This is an optimization exercise on Yosys and OpenROAD, whose aim is small area, not a production implementation.
In this exercise RTL edits were held to simulation tests only and were not proved equivalent to the original.
Power is estimated from default activity; no workload was simulated.

==> inputs of build 33 <==
==> flow/design.v <==
package register_file_pkg;
  localparam int DATA_WIDTH_DEF = 32;
  localparam int ADDR_WIDTH_DEF = 5;
  localparam int NUM_REGS_DEF   = 2 ** ADDR_WIDTH_DEF;
  typedef logic [DATA_WIDTH_DEF-1:0] word_t;
endpackage
module rf_aoi222 (
  input  logic [2:0] a,
  input  logic [2:0] s,
  output logic       y
);
  assign y = ~|(a & s);
endmodule
module rf_bit_mux (
  input  logic [31:1] d,
  input  logic [31:1] s,
  output logic        y
);
  logic [9:0] n;
  for (genvar g = 0; g < 10; g++) begin : g_aoi
    rf_aoi222 u_aoi (
      .a(d[3*g+3:3*g+1]),
      .s(s[3*g+3:3*g+1]),
      .y(n[g])
    );
  end
  assign y = ~&n | (d[31] & s[31]);
endmodule
module rf_sel_decode
#(
  parameter int ADDR_WIDTH = register_file_pkg::ADDR_WIDTH_DEF
) (
  input  logic [2**ADDR_WIDTH-1:1] valid,
  input  logic [ADDR_WIDTH-1:0]    addr,
  output logic [2**ADDR_WIDTH-1:1] sel
);
  always_comb begin
    for (int r = 1; r < 2 ** ADDR_WIDTH; r++) begin
      sel[r] = (addr == ADDR_WIDTH'(r)) && valid[r];
    end
  end
endmodule
module rf_read_port
#(
  parameter int DATA_WIDTH = register_file_pkg::DATA_WIDTH_DEF,
  parameter int ADDR_WIDTH = register_file_pkg::ADDR_WIDTH_DEF
) (
  input  logic [2**ADDR_WIDTH-1:1][DATA_WIDTH-1:0] regs,
  input  logic [2**ADDR_WIDTH-1:1]                 valid,
  input  logic [ADDR_WIDTH-1:0]                    addr,
  output logic [DATA_WIDTH-1:0]                    data
);
  localparam int NUM_REGS = 2 ** ADDR_WIDTH;
  logic [1:0][NUM_REGS-1:1] sel;
  for (genvar h = 0; h < 2; h++) begin : g_half
    rf_sel_decode #(
      .ADDR_WIDTH(ADDR_WIDTH)
    ) u_dec (
      .valid(valid),
      .addr (addr),
      .sel  (sel[h])
    );
  end
  for (genvar b = 0; b < DATA_WIDTH; b++) begin : g_bit
    logic [NUM_REGS-1:1] col;
    for (genvar r = 1; r < NUM_REGS; r++) begin : g_col
      assign col[r] = regs[r][b];
    end
    rf_bit_mux u_mux (
      .d(col),
      .s(sel[b >= DATA_WIDTH / 2]),
      .y(data[b])
    );
  end
endmodule
module rf_hold_mux (
  input  logic we,
  input  logic we_n,
  input  logic d,
  input  logic q,
  output logic y
);
  assign y = (we & d) | (we_n & q);
endmodule
module rf_write_decode
#(
  parameter int ADDR_WIDTH = register_file_pkg::ADDR_WIDTH_DEF
) (
  input  logic                     en,
  input  logic [ADDR_WIDTH-1:0]    addr,
  output logic [2**ADDR_WIDTH-1:1] we,
  output logic [2**ADDR_WIDTH-1:1] we_n
);
  always_comb begin
    for (int r = 1; r < 2 ** ADDR_WIDTH; r++) begin
      we[r]   = en && (addr == ADDR_WIDTH'(r));
      we_n[r] = !we[r];
    end
  end
endmodule
module register_file
#(
  parameter int DATA_WIDTH = register_file_pkg::DATA_WIDTH_DEF,
  parameter int ADDR_WIDTH = register_file_pkg::ADDR_WIDTH_DEF
) (
  input  logic                  clk,
  input  logic                  rst,
  input  logic [ADDR_WIDTH-1:0] ReadAddress1,
  input  logic [ADDR_WIDTH-1:0] ReadAddress2,
  input  logic [ADDR_WIDTH-1:0] WriteAddress,
  input  logic [DATA_WIDTH-1:0] WriteData,
  input  logic                  ReadWriteEn,
  output logic [DATA_WIDTH-1:0] ReadData1,
  output logic [DATA_WIDTH-1:0] ReadData2
);
  localparam int NUM_REGS = 2 ** ADDR_WIDTH;
  logic [NUM_REGS-1:1][DATA_WIDTH-1:0] regs;
  logic [NUM_REGS-1:1][DATA_WIDTH-1:0] regs_next;
  logic [NUM_REGS-1:1]                 valid;
  logic [1:0][NUM_REGS-1:1]            we;
  logic [1:0][NUM_REGS-1:1]            we_n;
  for (genvar h = 0; h < 2; h++) begin : g_half
    rf_write_decode #(
      .ADDR_WIDTH(ADDR_WIDTH)
    ) u_dec (
      .en  (ReadWriteEn),
      .addr(WriteAddress),
      .we  (we[h]),
      .we_n(we_n[h])
    );
  end
  for (genvar r = 1; r < NUM_REGS; r++) begin : g_row
    for (genvar b = 0; b < DATA_WIDTH; b++) begin : g_bit
      rf_hold_mux u_hold (
        .we  (we[b >= DATA_WIDTH / 2][r]),
        .we_n(we_n[b >= DATA_WIDTH / 2][r]),
        .d   (WriteData[b]),
        .q   (regs[r][b]),
        .y   (regs_next[r][b])
      );
    end
  end
  always_ff @(posedge clk) begin
    regs <= regs_next;
  end
  always_ff @(posedge clk or posedge rst) begin
    if (rst) begin
      valid <= '0;
    end else begin
      valid <= valid | we[0];
    end
  end
  rf_read_port #(
    .DATA_WIDTH(DATA_WIDTH),
    .ADDR_WIDTH(ADDR_WIDTH)
  ) u_read_port1 (
    .regs(regs),
    .valid(valid),
    .addr(ReadAddress1),
    .data(ReadData1)
  );
  rf_read_port #(
    .DATA_WIDTH(DATA_WIDTH),
    .ADDR_WIDTH(ADDR_WIDTH)
  ) u_read_port2 (
    .regs(regs),
    .valid(valid),
    .addr(ReadAddress2),
    .data(ReadData2)
  );
endmodule
==> flow/flow/run.sh <==
#!/bin/bash
# Layout flow: the standard ORFS flow (standard.sh), with two changes:
#  - the port buffers are sky130_fd_sc_hd__buf_1 (timing repair resizes them
#    where needed) instead of the delay buffer buffer_ports picks by default;
#  - clock tree synthesis clusters more flip-flops per leaf buffer and
#    inserts no dummy loads.
# make's full output goes to make_finish.log here; ORFS's own per-step logs
# are under orfs/logs/.
set -euo pipefail
cd "$(dirname "$0")/.."
bash standard.sh \
  'BUFFER_PORTS_ARGS=-buffer_cell sky130_fd_sc_hd__buf_1' \
  'CTS_ARGS=-sink_clustering_enable -repair_clock_nets -dont_use_dummy_load -sink_clustering_size 30 -sink_clustering_max_diameter 80' \
  finish > make_finish.log 2>&1
==> flow/standard.sh <==
#!/bin/bash
# synth_recipe.tcl (not shown) runs the flow's synth.tcl, then flattens the netlist and writes it again
# the make line also repeats each setting of config.mk as NAME=value (left out here)
make -C /OpenROAD-flow-scripts/flow DESIGN_CONFIG=/design/flow/config.mk WORK_HOME=/design/flow/orfs CLKGATE_MAP_FILE= SYNTH_SCRIPT=/design/flow/synth_recipe.tcl "${@:-finish}"
==> flow/config.mk <==
export PLATFORM = sky130hd
export DESIGN_NAME = register_file
export DESIGN_NICKNAME = register_file
export VERILOG_FILES = /design/flow/design.v
export SDC_FILE = /design/flow/constraint.sdc
export NUM_CORES = 4
export LEC_CHECK = 0
export CAP_MARGIN = 20
export CORE_MARGIN = 2
export CORE_UTILIZATION = 50
export SLEW_MARGIN = 20
export SYNTH_HIERARCHICAL = 1
==> flow/constraint.sdc <==
create_clock -name core_clock -period 5.5 [get_ports {clk}]
set_input_delay 1.1000 -clock core_clock [delete_from_list [all_inputs] [get_ports {clk}]]
set_output_delay 1.1000 -clock core_clock [all_outputs]
set_load 0.01 [all_outputs]
==> trial 49 (differences from build 33) <==
==> flow/design.v (replaced) <==
package register_file_pkg;
  localparam int DATA_WIDTH_DEF = 32;
  localparam int ADDR_WIDTH_DEF = 5;
  localparam int NUM_REGS_DEF   = 2 ** ADDR_WIDTH_DEF;
  typedef logic [DATA_WIDTH_DEF-1:0] word_t;
endpackage
module rf_aoi222 (
  input  logic [2:0] a,
  input  logic [2:0] s,
  output logic       y
);
  assign y = ~|(a & s);
endmodule
module rf_bit_mux (
  input  logic [31:1] d,
  input  logic [31:1] s,
  output logic        y
);
  logic [9:0] n;
  for (genvar g = 0; g < 10; g++) begin : g_aoi
    rf_aoi222 u_aoi (
      .a(d[3*g+3:3*g+1]),
      .s(s[3*g+3:3*g+1]),
      .y(n[g])
    );
  end
  assign y = ~&n | (d[31] & s[31]);
endmodule
module rf_read_port
#(
  parameter int DATA_WIDTH = register_file_pkg::DATA_WIDTH_DEF,
  parameter int ADDR_WIDTH = register_file_pkg::ADDR_WIDTH_DEF
) (
  input  logic [2**ADDR_WIDTH-1:1][DATA_WIDTH-1:0] regs,
  input  logic [2**ADDR_WIDTH-1:1]                 valid,
  input  logic [ADDR_WIDTH-1:0]                    addr,
  output logic [DATA_WIDTH-1:0]                    data
);
  localparam int NUM_REGS = 2 ** ADDR_WIDTH;
  logic [NUM_REGS-1:1] sel;
  always_comb begin
    for (int r = 1; r < NUM_REGS; r++) begin
      sel[r] = (addr == ADDR_WIDTH'(r)) && valid[r];
    end
  end
  for (genvar b = 0; b < DATA_WIDTH; b++) begin : g_bit
    logic [NUM_REGS-1:1] col;
    for (genvar r = 1; r < NUM_REGS; r++) begin : g_col
      assign col[r] = regs[r][b];
    end
    rf_bit_mux u_mux (
      .d(col),
      .s(sel),
      .y(data[b])
    );
  end
endmodule
module register_file
#(
  parameter int DATA_WIDTH = register_file_pkg::DATA_WIDTH_DEF,
  parameter int ADDR_WIDTH = register_file_pkg::ADDR_WIDTH_DEF
) (
  input  logic                  clk,
  input  logic                  rst,
  input  logic [ADDR_WIDTH-1:0] ReadAddress1,
  input  logic [ADDR_WIDTH-1:0] ReadAddress2,
  input  logic [ADDR_WIDTH-1:0] WriteAddress,
  input  logic [DATA_WIDTH-1:0] WriteData,
  input  logic                  ReadWriteEn,
  output logic [DATA_WIDTH-1:0] ReadData1,
  output logic [DATA_WIDTH-1:0] ReadData2
);
  localparam int NUM_REGS = 2 ** ADDR_WIDTH;
  logic [NUM_REGS-1:1][DATA_WIDTH-1:0] regs;
  logic [NUM_REGS-1:1]                 valid;
  logic [NUM_REGS-1:1]                 we;
  always_comb begin
    for (int r = 1; r < NUM_REGS; r++) begin
      we[r] = ReadWriteEn && (WriteAddress == ADDR_WIDTH'(r));
    end
  end
  always_ff @(posedge clk) begin
    for (int r = 1; r < NUM_REGS; r++) begin
      if (we[r]) begin
        regs[r] <= WriteData;
      end
    end
  end
  always_ff @(posedge clk or posedge rst) begin
    if (rst) begin
      valid <= '0;
    end else begin
      valid <= valid | we;
    end
  end
  rf_read_port #(
    .DATA_WIDTH(DATA_WIDTH),
    .ADDR_WIDTH(ADDR_WIDTH)
  ) u_read_port1 (
    .regs(regs),
    .valid(valid),
    .addr(ReadAddress1),
    .data(ReadData1)
  );
  rf_read_port #(
    .DATA_WIDTH(DATA_WIDTH),
    .ADDR_WIDTH(ADDR_WIDTH)
  ) u_read_port2 (
    .regs(regs),
    .valid(valid),
    .addr(ReadAddress2),
    .data(ReadData2)
  );
endmodule
==> flow/run.sh (new file) <==
#!/bin/bash
# synth_recipe.tcl (not shown) runs the flow's synth.tcl, then flattens the netlist and writes it again
# the make line also repeats each setting of config.mk as NAME=value (left out here)
make -C /OpenROAD-flow-scripts/flow DESIGN_CONFIG=/design/flow/config.mk WORK_HOME=/design/flow/orfs CLKGATE_MAP_FILE= SYNTH_SCRIPT=/design/flow/synth_recipe.tcl finish
--- a/flow/config.mk
+++ b/flow/config.mk
@@ -8,5 +8,5 @@
 export CAP_MARGIN = 20
 export CORE_MARGIN = 2
-export CORE_UTILIZATION = 50
+export CORE_UTILIZATION = 40
 export SLEW_MARGIN = 20
 export SYNTH_HIERARCHICAL = 1
removed: flow/flow/run.sh
removed: flow/standard.sh
==> comparison <==
Against trial 49, the clock power of build 33 is smaller by about 43%. In build 33 the utilization is higher than in trial 49, by 7.1 points. Of build 33 and trial 49, build 33 has the higher worst hold slack (gap 0.011 ns). In build 33 the clock-buffer cell count is lower than in trial 49, by 84. Between build 33 and trial 49, the lower register-to-register slack is in build 33 (gap 0.14 ns). Of trial 49 and build 33, build 33 has the higher synthesized cell count (gap 37%, measured against build 33). Between build 33 and trial 49, the lower non-clock buffer count is in trial 49 (gap 12). Build 33 passed the timing, DRC and antenna checks. Trial 49 produced a layout that fails on negative setup slack. First-iteration DRC count: build 33 is larger than trial 49 (30%).
==> figures <==
|  | build 33 | trial 49 |
|---|---|---|
| Power share of the clock group | 23.9% | 41.1% |
| Sequential portion of the cell area | 46.64% | 63.45% |
| Worst path buffer plus inverter count | 2 | 3 |
| Critical path's most frequent cell | sky130_fd_sc_hd__buf_1 | sky130_fd_sc_hd__clkdlybuf4s50_1 |
| Core Area | 79000 um2 | 98560 um2 |
| Critical Path Stages | 7 | 8 |
| Cell area after layout | 44240 um2 | 48170 um2 |
| Mean Syn Cell Area | 12.02 um2 | 18.97 um2 |
| Layout net count | 3698 | 2526 |
| Routed wire length | 186600 um | 152200 um |
| Static power due to leakage | 18.43 nW | 15.68 nW |
| Run status | no timing/DRC/antenna violations | complete, but fails checks |
| Reasons for failing layout checks | - | negative setup slack |
| Power in sequential cells | 10.3 mW | 8.78 mW |
| Antenna violations before repair | 9 | 5 |
| Net Switching | 4.890 mW | 3.754 mW |
| CTS buffer count | 47 | 102 |
| Portion of synthesized cell area occupied by the leading cell type | 49.72% | 74.66% |

==> static timing again, ports no longer ideal <==
Ports are ideal in the flow. The routed layouts listed here were re-timed in OpenROAD. Step 1 sets driving cells, clkbuf_16 on the clock port and buf_2 on the other inputs (assumed; they add their load-dependent delay and slew). Step 2, shift: input delay + t, output delay - t, t = (earliest + latest rising clock arrival at the registers) / 2. This alone moves slack from input paths to output paths. Three values: no drivers, after step 1, after step 2; two values: the first two.
run | t, ns | setup slack, ns | pins driven straight from the clock port
build 33 | 0.710 | 0.046 / -0.065 / -0.065 | 1
trial 49 | 0.758 | -0.106 / -0.134 / -0.134 | 1
With both steps, setup timing fails in build 33, where it was met with ideal ports. For build 33, which loses most, drivers alone change the setup slack by -0.111 ns; drivers and shift together by -0.111 ns.
